From an optimization exercise on the open Yosys and OpenROAD flow, aimed at small area, a short achievable clock period and few clock cycles per item; shortcuts taken in it are not production practice.
Where RTL was checked, it was by simulation tests only, not by an equivalence proof against the original.
Power is estimated from default activity; no workload was simulated.

==> module pp_reduction_sequencer, before the edit <==
module pp_reduction_sequencer #(
    parameter int WIDTH  = 128,
    parameter int MAX_PP = 16,
    parameter int CNT_W  = 5
) (
    input  logic             clk,
    input  logic             rst,
    input  logic             start,
    input  logic [CNT_W-1:0] pp_count,
    output logic             busy,
    output logic             err,
    input  logic             in_valid,
    output logic             in_ready,
    input  logic [WIDTH-1:0] in_pp0,
    input  logic [WIDTH-1:0] in_pp1,
    output logic             out_valid,
    input  logic             out_ready,
    output logic [WIDTH-1:0] out_result
);
    localparam logic [CNT_W-1:0] c_MAX_PP = CNT_W'(MAX_PP);
    localparam logic [CNT_W-1:0] c_ONE    = CNT_W'(1);
    localparam int BW = 16;
    localparam int NB = WIDTH / BW;
    logic             r_active;      
    logic             r_first;       
    logic             r_odd;
    logic [CNT_W-1:0] r_beats_left;
    logic             r_mask1;       
    logic             r_res_valid;   
    logic             r_err;
    logic [WIDTH-1:0] r_acc;
    logic [NB-1:0]    r_cb;          
    logic [NB-1:0]    w_base_cb;
    logic [NB-1:0]    w_cb_next;
    logic [WIDTH-1:0] w_acc_next;
    logic [WIDTH-1:0] w_carries;
    logic             w_count_ok;
    logic [CNT_W-1:0] w_beats_init;
    logic             w_last_beat;
    logic             w_beat_fire;
    logic             w_res_take;
    logic             w_start_take;
    logic [WIDTH-1:0] w_base;
    logic [WIDTH-1:0] w_lane1;
    logic [WIDTH-1:0] w_csa_s;
    logic [WIDTH-1:0] w_csa_c;
    assign w_count_ok   = (pp_count != '0) && (pp_count <= c_MAX_PP);
    assign w_beats_init = (pp_count >> 1) + {{(CNT_W-1){1'b0}}, pp_count[0]};
    assign w_last_beat  = (r_beats_left == c_ONE);
    assign in_ready     = r_active && !(r_res_valid && !out_ready);
    assign w_beat_fire  = in_valid && in_ready;
    assign w_res_take   = r_res_valid && out_ready;
    assign busy         = r_active;
    assign w_start_take = start && !busy;
    assign w_base  = r_first ? '0 : r_acc;
    assign w_lane1 = r_mask1 ? '0 : in_pp1;
    assign w_csa_s = w_base ^ in_pp0 ^ w_lane1;
    assign w_csa_c = {(w_base[WIDTH-2:0] & in_pp0[WIDTH-2:0]) |
                      (w_base[WIDTH-2:0] & w_lane1[WIDTH-2:0]) |
                      (in_pp0[WIDTH-2:0] & w_lane1[WIDTH-2:0]), 1'b0};
    assign w_base_cb = r_first ? '0 : r_cb;
    for (genvar b = 0; b < NB; b++) begin : g_blk
        logic [BW+1:0] w_t;
        pp_blk_add_bk u_add (
            .a ({1'b0, w_csa_s[b*BW +: BW], 1'b1}),
            .b ({1'b0, w_csa_c[b*BW +: BW], (b == 0) ? 1'b0 : w_base_cb[b]}),
            .y (w_t)
        );
        assign w_acc_next[b*BW +: BW] = w_t[BW:1];
        assign w_cb_next[b]           = w_t[BW+1];
    end
    always_ff @(posedge clk) begin
        if (w_beat_fire) begin
            r_acc <= w_acc_next;
            r_cb  <= {w_cb_next[NB-2:0], 1'b0};
        end
    end
    for (genvar b = 0; b < NB; b++) begin : g_res
        assign w_carries[b*BW +: BW] = {{(BW-1){1'b0}}, (b == 0) ? 1'b0 : r_cb[b]};
    end
    always_ff @(posedge clk) begin
        if (rst) begin
            r_active     <= 1'b0;
            r_first      <= 1'b0;
            r_odd        <= 1'b0;
            r_mask1      <= 1'b0;
            r_beats_left <= '0;
            r_res_valid  <= 1'b0;
            r_err        <= 1'b0;
        end else begin
            r_err <= w_start_take && !w_count_ok;
            if (w_res_take) begin
                r_res_valid <= 1'b0;
            end
            if (w_beat_fire) begin
                r_first      <= 1'b0;
                r_beats_left <= r_beats_left - c_ONE;
                r_mask1      <= r_odd && (r_beats_left == CNT_W'(2));
                if (w_last_beat) begin
                    r_active    <= 1'b0;
                    r_res_valid <= 1'b1;
                end
            end
            if (w_start_take && w_count_ok) begin
                r_active     <= 1'b1;
                r_first      <= 1'b1;
                r_odd        <= pp_count[0];
                r_beats_left <= w_beats_init;
                r_mask1      <= (pp_count == c_ONE);
            end
        end
    end
    assign err        = r_err;
    assign out_valid  = r_res_valid;
    pp_out_add_sk u_res (
        .a (r_acc),
        .b (w_carries),
        .y (out_result)
    );
endmodule
clock: 4.0 ns
lec_check: 0
cap_margin: 20
core_margin: 2
core_utilization: 40
slew_margin: 20
standard.sh (not shown) runs the stock make flow with config.mk's settings and CLKGATE_MAP_FILE= SYNTH_SCRIPT=/design/flow/synth_recipe.tcl, a recipe that flattens the netlist after the stock synthesis.
==> flow/flow/run.sh <==
#!/bin/bash
# Standard ORFS layout, except that the port buffers are plain buf_1 cells
# (resizing may still upsize them) instead of the default delay buffers.
set -euo pipefail
bash standard.sh BUFFER_PORTS_ARGS="-buffer_cell sky130_fd_sc_hd__buf_1" finish > make_finish.log 2>&1
The starting point ran to the end with violations: setup timing.
Testbench counts at the start, summed over its fixed seeds: cycles 10,936, items 2,000.
==> next run, changes <==
--- a/flow/design.v
+++ b/flow/design.v
@@ -1803,17 +1803,20 @@
     output logic [WIDTH-1:0] out_result
 );
     localparam logic [CNT_W-1:0] c_MAX_PP = CNT_W'(MAX_PP);
     localparam logic [CNT_W-1:0] c_ONE    = CNT_W'(1);
     localparam int BW = 16;
     localparam int NB = WIDTH / BW;
+    localparam int NC = 8;          
+    localparam int CW = WIDTH / NC;        
     logic             r_active;      
-    logic             r_first;       
+    logic [NC-1:0]    r_first;       
     logic             r_odd;
     logic [CNT_W-1:0] r_beats_left;
-    logic             r_mask1;       
+    logic [NC-1:0]    r_mask1;       
+    logic             w_mask1_set;
     logic             r_res_valid;   
     logic             r_err;
     logic [WIDTH-1:0] r_acc;
     logic [NB-1:0]    r_cb;          
     logic [NB-1:0]    w_base_cb;
     logic [NB-1:0]    w_cb_next;
@@ -1832,21 +1835,43 @@
     assign w_count_ok   = (pp_count != '0) && (pp_count <= c_MAX_PP);
     assign w_beats_init = (pp_count >> 1) + {{(CNT_W-1){1'b0}}, pp_count[0]};
     assign w_last_beat  = (r_beats_left == c_ONE);
     assign in_ready     = r_active && !(r_res_valid && !out_ready);
     assign w_beat_fire  = in_valid && in_ready;
     assign w_res_take   = r_res_valid && out_ready;
-    assign busy         = r_active;
+    assign busy         = r_active && !(w_beat_fire && w_last_beat);
     assign w_start_take = start && !busy;
-    assign w_base  = r_first ? '0 : r_acc;
-    assign w_lane1 = r_mask1 ? '0 : in_pp1;
+    for (genvar k = 0; k < NC; k++) begin : g_first
+        assign w_base[k*CW +: CW] = r_first[k] ? '0 : r_acc[k*CW +: CW];
+        always_ff @(posedge clk) begin
+            if (rst) begin
+                r_first[k] <= 1'b0;
+            end else begin
+                r_first[k] <= (w_start_take && w_count_ok) || (r_first[k] && !w_beat_fire);
+            end
+        end
+    end
+    assign w_mask1_set = (w_start_take && w_count_ok && (pp_count == c_ONE)) ||
+                         (w_beat_fire && r_odd && (r_beats_left == CNT_W'(2)));
+    for (genvar k = 0; k < NC; k++) begin : g_mask1
+        assign w_lane1[k*CW +: CW] = r_mask1[k] ? '0 : in_pp1[k*CW +: CW];
+        always_ff @(posedge clk) begin
+            if (rst) begin
+                r_mask1[k] <= 1'b0;
+            end else begin
+                r_mask1[k] <= w_mask1_set || (r_mask1[k] && !w_beat_fire);
+            end
+        end
+    end
     assign w_csa_s = w_base ^ in_pp0 ^ w_lane1;
     assign w_csa_c = {(w_base[WIDTH-2:0] & in_pp0[WIDTH-2:0]) |
                       (w_base[WIDTH-2:0] & w_lane1[WIDTH-2:0]) |
                       (in_pp0[WIDTH-2:0] & w_lane1[WIDTH-2:0]), 1'b0};
-    assign w_base_cb = r_first ? '0 : r_cb;
+    for (genvar b = 0; b < NB; b++) begin : g_cbm
+        assign w_base_cb[b] = r_first[(b*BW)/CW] ? 1'b0 : r_cb[b];
+    end
     for (genvar b = 0; b < NB; b++) begin : g_blk
         logic [BW+1:0] w_t;
         pp_blk_add_bk u_add (
             .a ({1'b0, w_csa_s[b*BW +: BW], 1'b1}),
             .b ({1'b0, w_csa_c[b*BW +: BW], (b == 0) ? 1'b0 : w_base_cb[b]}),
             .y (w_t)
@@ -1863,38 +1888,32 @@
     for (genvar b = 0; b < NB; b++) begin : g_res
         assign w_carries[b*BW +: BW] = {{(BW-1){1'b0}}, (b == 0) ? 1'b0 : r_cb[b]};
     end
     always_ff @(posedge clk) begin
         if (rst) begin
             r_active     <= 1'b0;
-            r_first      <= 1'b0;
             r_odd        <= 1'b0;
-            r_mask1      <= 1'b0;
             r_beats_left <= '0;
             r_res_valid  <= 1'b0;
             r_err        <= 1'b0;
         end else begin
             r_err <= w_start_take && !w_count_ok;
             if (w_res_take) begin
                 r_res_valid <= 1'b0;
             end
             if (w_beat_fire) begin
-                r_first      <= 1'b0;
-                r_beats_left <= r_beats_left - c_ONE;
-                r_mask1      <= r_odd && (r_beats_left == CNT_W'(2));
+                    r_beats_left <= r_beats_left - c_ONE;
                 if (w_last_beat) begin
                     r_active    <= 1'b0;
                     r_res_valid <= 1'b1;
                 end
             end
             if (w_start_take && w_count_ok) begin
                 r_active     <= 1'b1;
-                r_first      <= 1'b1;
                 r_odd        <= pp_count[0];
                 r_beats_left <= w_beats_init;
-                r_mask1      <= (pp_count == c_ONE);
             end
         end
     end
     assign err        = r_err;
     assign out_valid  = r_res_valid;
     pp_out_add_sk u_res (
Result:
- The changed run produced a layout that fails on setup timing
- hold slack improved by 0.022 ns
- worst setup slack improved by 0.19 ns
- sequential power climbs by about 3%
- synthesized area climbs by 2.5%
- total power drops by 13%
- clock-buffer cell count drops by 3
- utilization drops by 2.7 points
- routed wire length drops by 5.4%
- non-clock buffer count drops by 71
- die area climbs by 2.5%
The RTL of the second run of this note was laid out without a check of its function.

* * *

pp_reduction_sequencer with an RTL version that a note above also has.
Size: about 1,700 cells after synthesis, about 160 flip-flops, about 400 I/O pins, ~17,000 sq um of cells after synthesis.
==> module pp_reduction_sequencer, before the edit <==
module pp_reduction_sequencer #(
    parameter int WIDTH  = 128,
    parameter int MAX_PP = 16,
    parameter int CNT_W  = 5
) (
    input  logic             clk,
    input  logic             rst,
    input  logic             start,
    input  logic [CNT_W-1:0] pp_count,
    output logic             busy,
    output logic             err,
    input  logic             in_valid,
    output logic             in_ready,
    input  logic [WIDTH-1:0] in_pp0,
    input  logic [WIDTH-1:0] in_pp1,
    output logic             out_valid,
    input  logic             out_ready,
    output logic [WIDTH-1:0] out_result
);
    localparam logic [CNT_W-1:0] c_MAX_PP = CNT_W'(MAX_PP);
    localparam logic [CNT_W-1:0] c_ONE    = CNT_W'(1);
    localparam int BW = 16;
    localparam int NB = WIDTH / BW;
    localparam int NC = 8;          
    localparam int CW = WIDTH / NC;        
    logic             r_active;      
    logic [NC-1:0]    r_first;       
    logic             r_odd;
    logic [CNT_W-1:0] r_beats_left;
    logic [NC-1:0]    r_mask1;       
    logic             w_mask1_set;
    logic             r_res_valid;   
    logic             r_err;
    logic [WIDTH-1:0] r_acc;
    logic [NB-1:0]    r_cb;          
    logic [NB-1:0]    w_base_cb;
    logic [NB-1:0]    w_cb_next;
    logic [WIDTH-1:0] w_acc_next;
    logic [WIDTH-1:0] w_carries;
    logic             w_count_ok;
    logic [CNT_W-1:0] w_beats_init;
    logic             w_last_beat;
    logic             w_beat_fire;
    logic             w_res_take;
    logic             w_start_take;
    logic [WIDTH-1:0] w_base;
    logic [WIDTH-1:0] w_lane1;
    logic [WIDTH-1:0] w_csa_s;
    logic [WIDTH-1:0] w_csa_c;
    assign w_count_ok   = (pp_count != '0) && (pp_count <= c_MAX_PP);
    assign w_beats_init = (pp_count >> 1) + {{(CNT_W-1){1'b0}}, pp_count[0]};
    assign w_last_beat  = (r_beats_left == c_ONE);
    assign in_ready     = r_active && !(r_res_valid && !out_ready);
    assign w_beat_fire  = in_valid && in_ready;
    assign w_res_take   = r_res_valid && out_ready;
    assign busy         = r_active && !(w_beat_fire && w_last_beat);
    assign w_start_take = start && !busy;
    for (genvar k = 0; k < NC; k++) begin : g_first
        assign w_base[k*CW +: CW] = r_first[k] ? '0 : r_acc[k*CW +: CW];
        always_ff @(posedge clk) begin
            if (rst) begin
                r_first[k] <= 1'b0;
            end else begin
                r_first[k] <= (w_start_take && w_count_ok) || (r_first[k] && !w_beat_fire);
            end
        end
    end
    assign w_mask1_set = (w_start_take && w_count_ok && (pp_count == c_ONE)) ||
                         (w_beat_fire && r_odd && (r_beats_left == CNT_W'(2)));
    for (genvar k = 0; k < NC; k++) begin : g_mask1
        assign w_lane1[k*CW +: CW] = r_mask1[k] ? '0 : in_pp1[k*CW +: CW];
        always_ff @(posedge clk) begin
            if (rst) begin
                r_mask1[k] <= 1'b0;
            end else begin
                r_mask1[k] <= w_mask1_set || (r_mask1[k] && !w_beat_fire);
            end
        end
    end
    assign w_csa_s = w_base ^ in_pp0 ^ w_lane1;
    assign w_csa_c = {(w_base[WIDTH-2:0] & in_pp0[WIDTH-2:0]) |
                      (w_base[WIDTH-2:0] & w_lane1[WIDTH-2:0]) |
                      (in_pp0[WIDTH-2:0] & w_lane1[WIDTH-2:0]), 1'b0};
    for (genvar b = 0; b < NB; b++) begin : g_cbm
        assign w_base_cb[b] = r_first[(b*BW)/CW] ? 1'b0 : r_cb[b];
    end
    for (genvar b = 0; b < NB; b++) begin : g_blk
        logic [BW+1:0] w_t;
        pp_blk_add_bk u_add (
            .a ({1'b0, w_csa_s[b*BW +: BW], 1'b1}),
            .b ({1'b0, w_csa_c[b*BW +: BW], (b == 0) ? 1'b0 : w_base_cb[b]}),
            .y (w_t)
        );
        assign w_acc_next[b*BW +: BW] = w_t[BW:1];
        assign w_cb_next[b]           = w_t[BW+1];
    end
    always_ff @(posedge clk) begin
        if (w_beat_fire) begin
            r_acc <= w_acc_next;
            r_cb  <= {w_cb_next[NB-2:0], 1'b0};
        end
    end
    for (genvar b = 0; b < NB; b++) begin : g_res
        assign w_carries[b*BW +: BW] = {{(BW-1){1'b0}}, (b == 0) ? 1'b0 : r_cb[b]};
    end
    always_ff @(posedge clk) begin
        if (rst) begin
            r_active     <= 1'b0;
            r_odd        <= 1'b0;
            r_beats_left <= '0;
            r_res_valid  <= 1'b0;
            r_err        <= 1'b0;
        end else begin
            r_err <= w_start_take && !w_count_ok;
            if (w_res_take) begin
                r_res_valid <= 1'b0;
            end
            if (w_beat_fire) begin
                    r_beats_left <= r_beats_left - c_ONE;
                if (w_last_beat) begin
                    r_active    <= 1'b0;
                    r_res_valid <= 1'b1;
                end
            end
            if (w_start_take && w_count_ok) begin
                r_active     <= 1'b1;
                r_odd        <= pp_count[0];
                r_beats_left <= w_beats_init;
            end
        end
    end
    assign err        = r_err;
    assign out_valid  = r_res_valid;
    pp_out_add_sk u_res (
        .a (r_acc),
        .b (w_carries),
        .y (out_result)
    );
endmodule
export LEC_CHECK = 0
export CAP_MARGIN = 20
export CORE_MARGIN = 2
export CORE_UTILIZATION = 55
export PLACE_DENSITY = 0.75
export SLEW_MARGIN = 20
create_clock -name core_clock -period 4.0 [get_ports {clk}]
Scripts as last shown in full above: flow/flow/run.sh
The baseline produced a layout that fails on negative setup slack.
Edit:
--- a/flow/design.v
+++ b/flow/design.v
@@ -1807,12 +1807,9 @@
     localparam int BW = 16;
     localparam int NB = WIDTH / BW;
-    localparam int NC = 8;          
-    localparam int CW = WIDTH / NC;        
     logic             r_active;      
-    logic [NC-1:0]    r_first;       
+    logic             r_first;       
     logic             r_odd;
     logic [CNT_W-1:0] r_beats_left;
-    logic [NC-1:0]    r_mask1;       
-    logic             w_mask1_set;
+    logic             r_mask1;       
     logic             r_res_valid;   
     logic             r_err;
@@ -1841,33 +1838,11 @@
     assign busy         = r_active && !(w_beat_fire && w_last_beat);
     assign w_start_take = start && !busy;
-    for (genvar k = 0; k < NC; k++) begin : g_first
-        assign w_base[k*CW +: CW] = r_first[k] ? '0 : r_acc[k*CW +: CW];
-        always_ff @(posedge clk) begin
-            if (rst) begin
-                r_first[k] <= 1'b0;
-            end else begin
-                r_first[k] <= (w_start_take && w_count_ok) || (r_first[k] && !w_beat_fire);
-            end
-        end
-    end
-    assign w_mask1_set = (w_start_take && w_count_ok && (pp_count == c_ONE)) ||
-                         (w_beat_fire && r_odd && (r_beats_left == CNT_W'(2)));
-    for (genvar k = 0; k < NC; k++) begin : g_mask1
-        assign w_lane1[k*CW +: CW] = r_mask1[k] ? '0 : in_pp1[k*CW +: CW];
-        always_ff @(posedge clk) begin
-            if (rst) begin
-                r_mask1[k] <= 1'b0;
-            end else begin
-                r_mask1[k] <= w_mask1_set || (r_mask1[k] && !w_beat_fire);
-            end
-        end
-    end
+    assign w_base  = r_first ? '0 : r_acc;
+    assign w_lane1 = r_mask1 ? '0 : in_pp1;
     assign w_csa_s = w_base ^ in_pp0 ^ w_lane1;
     assign w_csa_c = {(w_base[WIDTH-2:0] & in_pp0[WIDTH-2:0]) |
                       (w_base[WIDTH-2:0] & w_lane1[WIDTH-2:0]) |
                       (in_pp0[WIDTH-2:0] & w_lane1[WIDTH-2:0]), 1'b0};
-    for (genvar b = 0; b < NB; b++) begin : g_cbm
-        assign w_base_cb[b] = r_first[(b*BW)/CW] ? 1'b0 : r_cb[b];
-    end
+    assign w_base_cb = r_first ? '0 : r_cb;
     for (genvar b = 0; b < NB; b++) begin : g_blk
         logic [BW+1:0] w_t;
@@ -1892,5 +1867,7 @@
         if (rst) begin
             r_active     <= 1'b0;
+            r_first      <= 1'b0;
             r_odd        <= 1'b0;
+            r_mask1      <= 1'b0;
             r_beats_left <= '0;
             r_res_valid  <= 1'b0;
@@ -1902,5 +1879,7 @@
             end
             if (w_beat_fire) begin
-                    r_beats_left <= r_beats_left - c_ONE;
+                r_first      <= 1'b0;
+                r_beats_left <= r_beats_left - c_ONE;
+                r_mask1      <= r_odd && (r_beats_left == CNT_W'(2));
                 if (w_last_beat) begin
                     r_active    <= 1'b0;
@@ -1910,6 +1889,8 @@
             if (w_start_take && w_count_ok) begin
                 r_active     <= 1'b1;
+                r_first      <= 1'b1;
                 r_odd        <= pp_count[0];
                 r_beats_left <= w_beats_init;
+                r_mask1      <= (pp_count == c_ONE);
             end
         end
=>
- With this change the flow produced a clean layout
- synthesized cell count stays flat
- global-route usage is higher by 1.0 points
- die area is lower by 1.1%
- non-clock buffer count is lower by 5
- setup slack gets better by 0.13 ns
- final area is lower by 1.9%
- utilization is lower by 0.95 points
- via count is lower by 1.2%
Testbench counts after the change, summed over its fixed seeds: cycles 8,944, items 2,000.
Only the layout flow was run in the first run of this note; the RTL was not checked for function there.

-- what the ideal ports hide --
The flow's constraints put no driver on any port. The routed layouts listed below were extracted and timed again, unchanged, in two steps. Step 1 assumes that a clkbuf_16 drives the clock port and a buf_2 every other input. Step 2 also shifts input and output timing later by t, the mid clock arrival at the registers, as if the neighbouring blocks saw the same clock. Three values: no drivers, after step 1, after step 2; two values: the first two.
run	shift t [ns]	setup WS [ns]	worst setup path after step 2	clock arrival spread, ns	cell pins on the clock port's net
the first run of note 1	0.496	-0.219 / -0.274 / -0.400	input to register	0.011 / 0.010	1
the second run of note 1	0.502	-0.030 / -0.081 / -0.332	input to register	0.014 / 0.013	1
the first run of note 2	0.473	-0.016 / -0.066 / -0.239	input to register	0.013 / 0.012	1
the second run of note 2	0.471	0.111 / 0.061 / -0.123	input to register	0.011 / 0.011	1
With both steps, setup timing fails in the second run of note 2, where it was met with ideal ports. For the second run of note 1, which loses most, drivers alone change the setup slack by -0.051 ns; drivers and shift together by -0.302 ns.
